Context: an optimization exercise on an open-source flow, tuned for small area and a short achievable clock period. The choices shown serve that exercise and are no tape-out recipe.
In this exercise RTL edits were held to simulation tests only and were not proved equivalent to the original.
No activity file was given, so power comes from the tool's default toggle rates.

Setup of P:
==> flow/design.v <==
package fifo_pkg;
    localparam int DEF_DATA_W = 8;
    localparam int DEF_ADDR_W = 8;
    localparam int FIFO_STD  = 0;
    localparam int FIFO_FWFT = 1;
    function automatic int clog2(input int value);
        int r;
        r = 0;
        while ((1 << r) < value) begin
            r = r + 1;
        end
        clog2 = r;
    endfunction
endpackage
module fifo_slot_mux
#(
    parameter int DATA_W = fifo_pkg::DEF_DATA_W
) (
    input  logic [DATA_W-1:0] hd,
    input  logic [DATA_W-1:0] sh,
    input  logic [DATA_W-1:0] ld,
    input  logic [DATA_W-1:0] q,
    input  logic [DATA_W-1:0] n,
    input  logic [DATA_W-1:0] x,
    output logic [DATA_W-1:0] y
);
    assign y = ~((hd & q) | (sh & n) | (ld & x));
endmodule
module fifo_slot_free (
    input  logic le_hi,
    input  logic ne_hi,
    input  logic le_lo,
    output logic free
);
    assign free = le_hi & (ne_hi | le_lo);
endmodule
module fifo_slot_ctl (
    input  logic free0,
    input  logic free1,
    input  logic rd,
    input  logic rd_n,
    output logic hd,
    output logic sh
);
    assign hd = ~(free0 | rd);
    assign sh = ~(free1 | rd_n);
endmodule
module fifo_slot_ld (
    input  logic free0,
    input  logic free1,
    input  logic rd,
    output logic ld
);
    assign ld = free0 | (free1 & rd);
endmodule
module sync_fifo_param
#(
    parameter int DATA_W    = fifo_pkg::DEF_DATA_W,
    parameter int ADDR_W    = fifo_pkg::DEF_ADDR_W,
    parameter int AF_THRESH = (1 << ADDR_W) - 2,
    parameter int AE_THRESH = 2
) (
    input  logic              sys_clk,
    input  logic              sys_rst,
    input  logic              wr_en,
    input  logic [DATA_W-1:0] din,
    input  logic              rd_en,
    output logic [DATA_W-1:0] dout,
    output logic              full,
    output logic              empty,
    output logic              almost_full,
    output logic              almost_empty,
    output logic [ADDR_W:0]   data_count,
    output logic              overflow,
    output logic              underflow
);
    localparam int CW    = ADDR_W + 1;
    localparam int DEPTH = 1 << ADDR_W;
    localparam logic [ADDR_W:0] DEPTH_C = CW'(DEPTH);
    localparam logic [ADDR_W:0] AF_C    = CW'(AF_THRESH);
    localparam logic [ADDR_W:0] AE_C    = CW'(AE_THRESH);
    logic            wr_acc;
    logic            rd_acc;
    logic            inc;
    logic            dec;
    logic            phase;          
    logic [ADDR_W:0] ncount;         
    logic            nfull;          
    logic            empty_i;        
    logic            empty_q;        
    logic            aempty_q;       
    logic [ADDR_W:0] count;
    logic [15:0]     le_hi;          
    logic [15:0]     ne_hi;          
    logic [14:0]     le_lo;          
    assign count = ~ncount;
    assign wr_acc = wr_en & nfull;
    assign rd_acc = rd_en & ~empty_i;
    assign inc    = wr_acc & ~rd_acc;
    assign dec    = rd_acc & ~wr_acc;
    logic [DATA_W*(DEPTH+1)-1:0] q;
    logic [DATA_W*DEPTH-1:0]     d;
    logic [DATA_W-1:0]           x;
    logic [DEPTH:0]              free;    
    assign q[DATA_W*(DEPTH+1)-1 -: DATA_W] = '0;
    assign x = din ^ {DATA_W{phase}};
    genvar i;
    generate
        for (i = 0; i < DEPTH; i++) begin : g_free
            fifo_slot_free u_free (
                .le_hi (le_hi[i/16]),
                .ne_hi (ne_hi[i/16]),
                .le_lo ((i % 16 == 15) ? 1'b1 : le_lo[(i % 16 == 15) ? 0 : i % 16]),
                .free  (free[i])
            );
        end
        assign free[DEPTH] = 1'b1;
        for (i = 0; i < DEPTH; i++) begin : g_slot
            logic hd, sh, ld;
            fifo_slot_ctl u_ctl (
                .free0 (free[i]),
                .free1 (free[i+1]),
                .rd    (rd_en),
                .rd_n  (~rd_en),
                .hd    (hd),
                .sh    (sh)
            );
            fifo_slot_ld u_ld (
                .free0 (free[i]),
                .free1 (free[i+1]),
                .rd    (rd_en),
                .ld    (ld)
            );
            fifo_slot_mux #(.DATA_W(DATA_W)) u_mux (
                .hd ({DATA_W{hd}}),
                .sh ({DATA_W{sh}}),
                .ld ({DATA_W{ld}}),
                .q  (q[DATA_W*i +: DATA_W]),
                .n  (q[DATA_W*(i+1) +: DATA_W]),
                .x  (x),
                .y  (d[DATA_W*i +: DATA_W])
            );
        end
    endgenerate
    always_ff @(posedge sys_clk) begin
        q[DATA_W*DEPTH-1:0] <= d;
    end
    logic [ADDR_W:0] count_up, count_dn, count_next;
    logic            full_next, empty_next, af_next, ae_next;
    assign count_up = count + CW'(1);
    assign count_dn = count - CW'(1);
    always_comb begin
        if (inc) begin
            count_next = count_up;
            full_next  = (count == DEPTH_C - CW'(1));
            empty_next = 1'b0;
            af_next    = (count >= AF_C - CW'(1));
            ae_next    = (count <= AE_C - CW'(1));
        end else if (dec) begin
            count_next = count_dn;
            full_next  = 1'b0;
            empty_next = (count == CW'(1));
            af_next    = (count >= AF_C + CW'(1));
            ae_next    = (count <= AE_C + CW'(1));
        end else begin
            count_next = count;
            full_next  = (count == DEPTH_C);
            empty_next = (count == '0);
            af_next    = (count >= AF_C);
            ae_next    = (count <= AE_C);
        end
    end
    logic [15:0] le_hi_next, ne_hi_next, le_hi_up, ne_hi_up, le_hi_dn, ne_hi_dn;
    logic [14:0] le_lo_next, le_lo_up, le_lo_dn;
    logic        lo15, lo0;
    assign lo15 = ~le_lo[14];
    assign lo0  = le_lo[0];
    always_comb begin
        le_lo_up[0] = lo15;
        for (int b = 1; b < 15; b++) begin
            le_lo_up[b] = le_lo[b-1] | lo15;
        end
        for (int b = 0; b < 14; b++) begin
            le_lo_dn[b] = le_lo[b+1] & ~lo0;
        end
        le_lo_dn[14] = ~lo0;
        le_hi_up[0] = lo15 ? 1'b0 : le_hi[0];
        ne_hi_up[0] = lo15 ? 1'b1 : ne_hi[0];
        for (int a = 1; a < 16; a++) begin
            le_hi_up[a] = lo15 ? le_hi[a-1] : le_hi[a];
            ne_hi_up[a] = lo15 ? ne_hi[a-1] : ne_hi[a];
        end
        for (int a = 0; a < 15; a++) begin
            le_hi_dn[a] = lo0 ? le_hi[a+1] : le_hi[a];
            ne_hi_dn[a] = lo0 ? ne_hi[a+1] : ne_hi[a];
        end
        le_hi_dn[15] = lo0 ? 1'b1  : le_hi[15];
        ne_hi_dn[15] = lo0 ? nfull : ne_hi[15];
        if (inc) begin
            le_hi_next = le_hi_up;
            ne_hi_next = ne_hi_up;
            le_lo_next = le_lo_up;
        end else if (dec) begin
            le_hi_next = le_hi_dn;
            ne_hi_next = ne_hi_dn;
            le_lo_next = le_lo_dn;
        end else begin
            le_hi_next = le_hi;
            ne_hi_next = ne_hi;
            le_lo_next = le_lo;
        end
    end
    assign empty        = ~empty_q;
    assign almost_empty = ~aempty_q;
    always_ff @(posedge sys_clk or posedge sys_rst) begin
        if (sys_rst) begin
            le_hi        <= '1;
            ne_hi        <= 16'hfffe;
            le_lo        <= '1;
            phase        <= 1'b0;
            ncount       <= '1;
            nfull        <= 1'b1;
            empty_i      <= 1'b1;
            data_count   <= '0;
            full         <= 1'b0;
            empty_q      <= 1'b0;
            almost_full  <= 1'b0;
            aempty_q     <= 1'b0;
            overflow     <= 1'b0;
            underflow    <= 1'b0;
            dout         <= '0;
        end else begin
            le_hi        <= le_hi_next;
            ne_hi        <= ne_hi_next;
            le_lo        <= le_lo_next;
            phase        <= ~phase;
            ncount       <= ~count_next;
            nfull        <= ~full_next;
            empty_i      <= empty_next;
            data_count   <= count_next;
            full         <= full_next;
            empty_q      <= ~empty_next;
            almost_full  <= af_next;
            aempty_q     <= ~ae_next;
            overflow     <= wr_en & ~nfull;
            underflow    <= rd_en & empty_i;
            if (rd_acc) begin
                dout <= q[DATA_W-1:0] ^ {DATA_W{phase}};
            end
        end
    end
endmodule
clock: 4.0 ns
lec_check: 0
cap_margin: 20
core_margin: 2
core_utilization: 50
cts_cluster_diameter: 100
cts_cluster_size: 25
setup_slack_margin: 1.9
slew_margin: 20
synth_hierarchical: 1
standard.sh (not shown) runs the stock make flow with config.mk's settings and CLKGATE_MAP_FILE= SYNTH_SCRIPT=/design/flow/synth_recipe.tcl, a recipe that flattens the netlist after the stock synthesis.
==> flow/flow/run.sh <==
#!/bin/bash
# Layout of the design: the standard flow, with one change: the input
# and output ports get plain buffers (buf_4) instead of the delay cells
# that buffer_ports picks by default. Everything else, synthesis included,
# is the standard flow's. The whole output goes to flow_standard.log here;
# ORFS keeps each step's own log under orfs/logs/.
set -euo pipefail
export BUFFER_PORTS_ARGS="-buffer_cell sky130_fd_sc_hd__buf_4"
bash standard.sh > flow_standard.log 2>&1
> inputs changed (P -> Q)
==> flow/run.sh (new file) <==
#!/bin/bash
# synth_recipe.tcl (not shown) runs the flow's synth.tcl, then flattens the netlist and writes it again
# the make line also repeats each setting of config.mk as NAME=value (left out here)
make -C /OpenROAD-flow-scripts/flow DESIGN_CONFIG=/design/flow/config.mk WORK_HOME=/design/flow/orfs CLKGATE_MAP_FILE= SYNTH_SCRIPT=/design/flow/synth_recipe.tcl finish
removed: flow/flow/run.sh
removed: flow/standard.sh
Notes after the runs:
- Q vs P: number of cells on the worst reg-to-reg path down
- When Q is measured against P, its final core utilization turns out 0.27 points lower.
- P -> Q: fraction of power consumed by sequential logic flat
Relative to Q, the following input files were edited for R:
# Q
export LEC_CHECK = 0
export CAP_MARGIN = 20
export CORE_MARGIN = 2
export CORE_UTILIZATION = 50
export CTS_CLUSTER_DIAMETER = 100
export CTS_CLUSTER_SIZE = 25
export SETUP_SLACK_MARGIN = 1.9
export SLEW_MARGIN = 20
export SYNTH_HIERARCHICAL = 1
create_clock -name core_clock -period 4.0 [get_ports {sys_clk}]
# R
export LEC_CHECK = 0
export CAP_MARGIN = 20
export CORE_MARGIN = 2
export CORE_UTILIZATION = 62
export CTS_CLUSTER_DIAMETER = 100
export CTS_CLUSTER_SIZE = 25
export SETUP_SLACK_MARGIN = 1.9
export SLEW_MARGIN = 20
export SYNTH_HIERARCHICAL = 1
create_clock -name core_clock -period 4.0 [get_ports {sys_clk}]
==> flow/flow/run.sh (new file) <==
#!/bin/bash
# Layout of the design: the standard flow, with two changes:
# - the input and output ports get plain buffers (buf_4) instead of the
#   delay cells that buffer_ports picks by default;
# - after placement, flow/pull_out_regs.tcl moves the registers that drive
#   output ports next to the ports' buffers and legalizes the placement.
# Everything else, synthesis included, is the standard flow's. Each part's
# output goes to a log file of its own here; ORFS keeps each step's own log
# under orfs/logs/.
set -euo pipefail
export BUFFER_PORTS_ARGS="-buffer_cell sky130_fd_sc_hd__buf_4"
bash standard.sh place > flow_place.log 2>&1
res=orfs/results/$FLOW_PLATFORM/sync_fifo_param/base
PLATFORM_DIR=$FLOW_HOME/platforms/$FLOW_PLATFORM PLACE_ODB=$res/3_place.odb \
  openroad -no_init -exit flow/pull_out_regs.tcl > flow_pull_out_regs.log 2>&1
bash standard.sh finish > flow_finish.log 2>&1
==> flow/flow/pull_out_regs.tcl (new file) <==
# After placement: move each register (and an inverter between it and the
# port buffer, if there is one) that drives an output port's buffer next
# to that buffer, then legalize. The output paths are the slowest paths of
# this design, and the registers otherwise sit far from their port.
set plat $::env(PLATFORM_DIR)
read_lef $plat/lef/sky130_fd_sc_hd.tlef
read_lef $plat/lef/sky130_fd_sc_hd_merged.lef
read_liberty $plat/lib/sky130_fd_sc_hd__tt_025C_1v80.lib
read_db $::env(PLACE_ODB)
set block [ord::get_db_block]

proc driver_inst {net} {
  foreach it [$net getITerms] {
    if {[$it isOutputSignal]} { return [$it getInst] }
  }
  return ""
}
proc input_net {inst} {
  foreach it [$inst getITerms] {
    if {[$it isInputSignal] && [$it getNet] != "NULL"} {
      set n [$it getNet]
      if {[$n getSigType] == "SIGNAL"} { return $n }
    }
  }
  return ""
}

set moved 0
foreach bt [$block getBTerms] {
  if {[$bt getIoType] != "OUTPUT"} continue
  set buf [driver_inst [$bt getNet]]
  if {$buf == ""} continue
  set loc [$buf getLocation]
  set src [driver_inst [input_net $buf]]
  for {set k 0} {$k < 2 && $src != ""} {incr k} {
    set m [[$src getMaster] getName]
    if {[$src isFixed]} break
    $src setLocation [lindex $loc 0] [lindex $loc 1]
    incr moved
    puts "moved $m [$src getName] to $loc"
    if {[string match "*__df*" $m]} break
    if {![string match "*__inv*" $m]} break
    set src [driver_inst [input_net $src]]
  }
}
puts "moved $moved instances"
detailed_placement
check_placement -verbose
write_db $::env(PLACE_ODB)
==> flow/standard.sh (new file) <==
#!/bin/bash
# synth_recipe.tcl (not shown) runs the flow's synth.tcl, then flattens the netlist and writes it again
# the make line also repeats each setting of config.mk as NAME=value (left out here)
make -C /OpenROAD-flow-scripts/flow DESIGN_CONFIG=/design/flow/config.mk WORK_HOME=/design/flow/orfs CLKGATE_MAP_FILE= SYNTH_SCRIPT=/design/flow/synth_recipe.tcl "${@:-finish}"
removed: flow/run.sh
### Flow results
Delta(final cycle utilization of the critical path, R - Q) < 0
In the reports for R and Q, the larger first-pass GRT wire length belongs to Q.
Relative to Q, longest individual stage delay on the worst path increased by 0.15 ns in R.
Power share of the clock group essentially unchanged between R and Q.
Aggregate global-route resource usage: R > Q
R vs. Q: via count up 1.2%, smallest hold slack down 0.31 ns.
R vs Q — end-of-flow core utilization rose 13 points.
Against Q, number of vias per cell in R rose by a few percent.
Diff R and Q: global routing usage on met2 lower in Q
For Q, the origin of the worst setup path was aempty_q$_DFF_PP0_, unlike R, where it was rd_en.
Diff Q -> R | post-detailed-routing wire length | down slightly

-- afterwards: timing with drivers on the ports --
In the flow no input, the clock included, has a driving cell. The finished layouts below were timed again as built, in two steps.
Step 1 (the two cells are an assumption about what drives the block):
set clk [get_ports {sys_clk}]
set_driving_cell -lib_cell sky130_fd_sc_hd__clkbuf_16 $clk
set_driving_cell -lib_cell sky130_fd_sc_hd__buf_2 [delete_from_list [all_inputs] $clk]
Step 2 times the ports against the registers' clock, not the clock port: input delays grow and output delays shrink by t, the midpoint of the rising clock arrivals with the driver on.
Slacks: no drivers / after step 1 / after step 2; pairs: no drivers / after step 1.
run	t (ns)	setup WS [ns]	worst hold slack (ns)	worst setup path after step 2	worst slew at a driven data input, ns
P	0.794	1.814 / 1.738 / 1.308	0.166 / 0.113 / 0.431	input to register	0.05
Q	0.796	1.794 / 1.712 / 1.139	0.434 / 0.382 / 0.434	input to register	0.06
R	0.784	1.844 / 1.799 / 1.015	0.124 / 0.077 / 0.436	input to register	0.12
After both steps every run listed still meets setup and hold. For R, which loses most, drivers alone change the setup slack by -0.045 ns; drivers and shift together by -0.829 ns.
